From an optimization exercise on the open Yosys and OpenROAD flow, aimed at small area; shortcuts taken in it are not production practice. In this exercise RTL edits were held to simulation tests only and were not proved equivalent to the original. Power figures rest on the tool's default switching activity, not on a simulated workload.

// user_project_addr_space_regfile
module user_project_addr_space_regfile #(
    parameter int unsigned DEPTH        = 16,
    parameter logic [31:0] BASE_ADDR    = 32'h3000_0000,
    parameter int unsigned WAIT_CYCLES  = 0,
    parameter logic [31:0] READ_DEFAULT = 32'h0000_0777
) (
    input  logic        wb_clk_i,
    input  logic        wb_rst_i,
    input  logic        wbs_stb_i,
    input  logic        wbs_cyc_i,
    input  logic        wbs_we_i,
    input  logic [3:0]  wbs_sel_i,
    input  logic [31:0] wbs_dat_i,
    input  logic [31:0] wbs_adr_i,
    output logic        wbs_ack_o,
    output logic [31:0] wbs_dat_o,
    output logic [15:0] access_cnt_o,
    output logic [31:0] last_addr_o
);
    logic             init_q;
    logic [31:0]      mem   [16];
    logic [31:0]      mem_n [16];
    logic cs_n, acc, acc_n, we_n, hit, wr, rdh, hold_dat, miss_n, init_n;
    logic a2n, a3n, a4n, a5n;
    logic [3:0]  lo, lo_n, hiw, hir_n, sel_n;
    logic [15:0] wsel_n, rsel;
    rf_nand2 u_cs   (.a(wbs_cyc_i), .b(wbs_stb_i), .y(cs_n));
    rf_nor2  u_acc  (.a(cs_n), .b(wbs_ack_o), .y(acc));              
    rf_inv   u_accn (.a(acc), .y(acc_n));
    rf_inv   u_wen  (.a(wbs_we_i), .y(we_n));
    rf_hit   u_hit  (.a(wbs_adr_i[31:6]), .y(hit));
    rf_and3  u_wr   (.a(acc), .b(wbs_we_i), .c(hit), .y(wr));          
    rf_and4  u_rdh  (.a(acc), .b(we_n), .c(hit), .d(init_q), .y(rdh));  
    rf_nand2 u_hold (.a(acc), .b(we_n), .y(hold_dat));                 
  ...
export LEC_CHECK = 0
export CAP_MARGIN = 20
export CORE_MARGIN = 2
export CORE_UTILIZATION = 75
export GPL_TIMING_DRIVEN = 0
export SLEW_MARGIN = 20
export SYNTH_HIERARCHICAL = 1
export SYNTH_MINIMUM_KEEP_SIZE = 0
create_clock -name core_clock -period 10.0 [get_ports {wb_clk_i}]
standard.sh (not shown) runs the stock make flow with config.mk's settings and CLKGATE_MAP_FILE= SYNTH_SCRIPT=/design/flow/synth_recipe.tcl, a recipe that flattens the netlist after the stock synthesis.
==> flow/flow/run.sh <==
#!/bin/bash
set -euo pipefail
CTS="-sink_clustering_enable -repair_clock_nets -dont_use_dummy_load -root_buf sky130_fd_sc_hd__clkbuf_8 -buf_list sky130_fd_sc_hd__clkbuf_8 -sink_clustering_size 16 -sink_clustering_max_diameter 60"
bash standard.sh \
  "BUFFER_PORTS_ARGS=-buffer_cell sky130_fd_sc_hd__buf_1" \
  "CTS_ARGS=$CTS" \
  finish > flow_make.log 2>&1
Next try:
--- a/flow/config.mk
+++ b/flow/config.mk
@@ -10,2 +10 @@
-export CORE_UTILIZATION = 75
-export GPL_TIMING_DRIVEN = 0
+export CORE_UTILIZATION = 80
Total power barely changes.
Wire length fell by 0.71%.
Final area fell by 1.9%.
Utilization rose by 4.2 points.
Global-route usage rose by 2.6 points.
Critical path depth rose by 1.
Next try:
==> flow/flow/run.sh (replaced) <==
#!/bin/bash
set -euo pipefail
CTS="-sink_clustering_enable -repair_clock_nets -dont_use_dummy_load -buf_list sky130_fd_sc_hd__clkbuf_8 -root_buf sky130_fd_sc_hd__clkbuf_16 -sink_clustering_size 16 -sink_clustering_max_diameter 50"
bash standard.sh \
  "BUFFER_PORTS_ARGS=-buffer_cell sky130_fd_sc_hd__buf_1" \
  "CTS_ARGS=$CTS" \
  finish > flow_make.log 2>&1
--- a/flow/config.mk
+++ b/flow/config.mk
@@ -10 +10 @@
-export CORE_UTILIZATION = 80
+export CORE_UTILIZATION = 75
After rerunning: Cell count increases by 0.55%. Setup slack gains 0.15 ns. Cell area increases by 0.43%.
Next try:
==> flow/flow/run.sh (replaced) <==
#!/bin/bash
set -euo pipefail
CTS="-sink_clustering_enable -repair_clock_nets -dont_use_dummy_load -root_buf sky130_fd_sc_hd__clkbuf_8 -buf_list sky130_fd_sc_hd__clkbuf_8 -sink_clustering_size 16 -sink_clustering_max_diameter 60"
bash standard.sh \
  "BUFFER_PORTS_ARGS=-buffer_cell sky130_fd_sc_hd__buf_1" \
  "CTS_ARGS=$CTS" \
  finish > flow_make.log 2>&1
--- a/flow/config.mk
+++ b/flow/config.mk
@@ -10 +10 @@
-export CORE_UTILIZATION = 75
+export CORE_UTILIZATION = 85
Effect:
- The new run ended with an error in global placement (GPL-0301)
- area after synthesis is unchanged
- synthesized cell count stays the same
Next try:
==> flow/flow/run.sh (replaced) <==
#!/bin/bash
set -euo pipefail
CTS="-sink_clustering_enable -repair_clock_nets -dont_use_dummy_load -buf_list sky130_fd_sc_hd__clkbuf_8 -root_buf sky130_fd_sc_hd__clkbuf_16 -sink_clustering_size 16 -sink_clustering_max_diameter 50"
bash standard.sh \
  "BUFFER_PORTS_ARGS=-buffer_cell sky130_fd_sc_hd__buf_1" \
  "CTS_ARGS=$CTS" \
  finish > flow_make.log 2>&1
--- a/flow/config.mk
+++ b/flow/config.mk
@@ -10 +10 @@
-export CORE_UTILIZATION = 85
+export CORE_UTILIZATION = 60
Result:
- Now the flow passed the timing, DRC and antenna checks
- synthesized cell count is unchanged
- synthesized area stays the same
Next try:
==> flow/flow/run.sh (replaced) <==
#!/bin/bash
set -euo pipefail
CTS="-sink_clustering_enable -repair_clock_nets -dont_use_dummy_load -root_buf sky130_fd_sc_hd__clkbuf_8 -buf_list sky130_fd_sc_hd__clkbuf_8 -sink_clustering_size 16 -sink_clustering_max_diameter 60"
bash standard.sh \
  "BUFFER_PORTS_ARGS=-buffer_cell sky130_fd_sc_hd__buf_1" \
  "CTS_ARGS=$CTS" \
  finish > flow_make.log 2>&1
--- a/flow/config.mk
+++ b/flow/config.mk
@@ -10 +10 @@
-export CORE_UTILIZATION = 60
+export CORE_UTILIZATION = 75
Outcome: Synthesized cell count is unchanged; register-to-register slack is worse by 0.06 ns; cell area drops by 1.1%; flip-flop and latch count stays the same; sequential share of layout area climbs by 0.60 points.

[static timing again, ports no longer ideal]
The flow's constraints put no driver on any port. The routed layouts listed below were extracted and timed again, unchanged, in two steps. Step 1 assumes that a clkbuf_16 drives the clock port and a buf_2 every other input. Step 2 adds t to the input delays and takes it off the output delays; t is the mean of the earliest and latest rising clock arrival at the registers after step 1. Input paths then give back, and output paths get back, about the clock's delay inside the block. Slacks: ideal ports / drivers / drivers and shift; pairs: ideal ports / drivers.
run	shift t [ns]	slack for setup (ns)	worst register clock-pin slew, ns
the first run	0.623	4.894 / 4.917 / 4.293	0.10 / 0.10
the second run	0.637	5.047 / 5.067 / 4.430	0.10 / 0.10
the third run	0.565	5.202 / 5.230 / 4.665	0.10 / 0.10
the fifth run	0.578	5.216 / 5.245 / 4.667	0.10 / 0.10
the sixth run	0.633	5.245 / 5.272 / 4.639	0.10 / 0.10
After both steps every run listed still meets setup and hold. For the second run, which loses most, drivers alone change the setup slack by +0.020 ns; drivers and shift together by -0.617 ns.
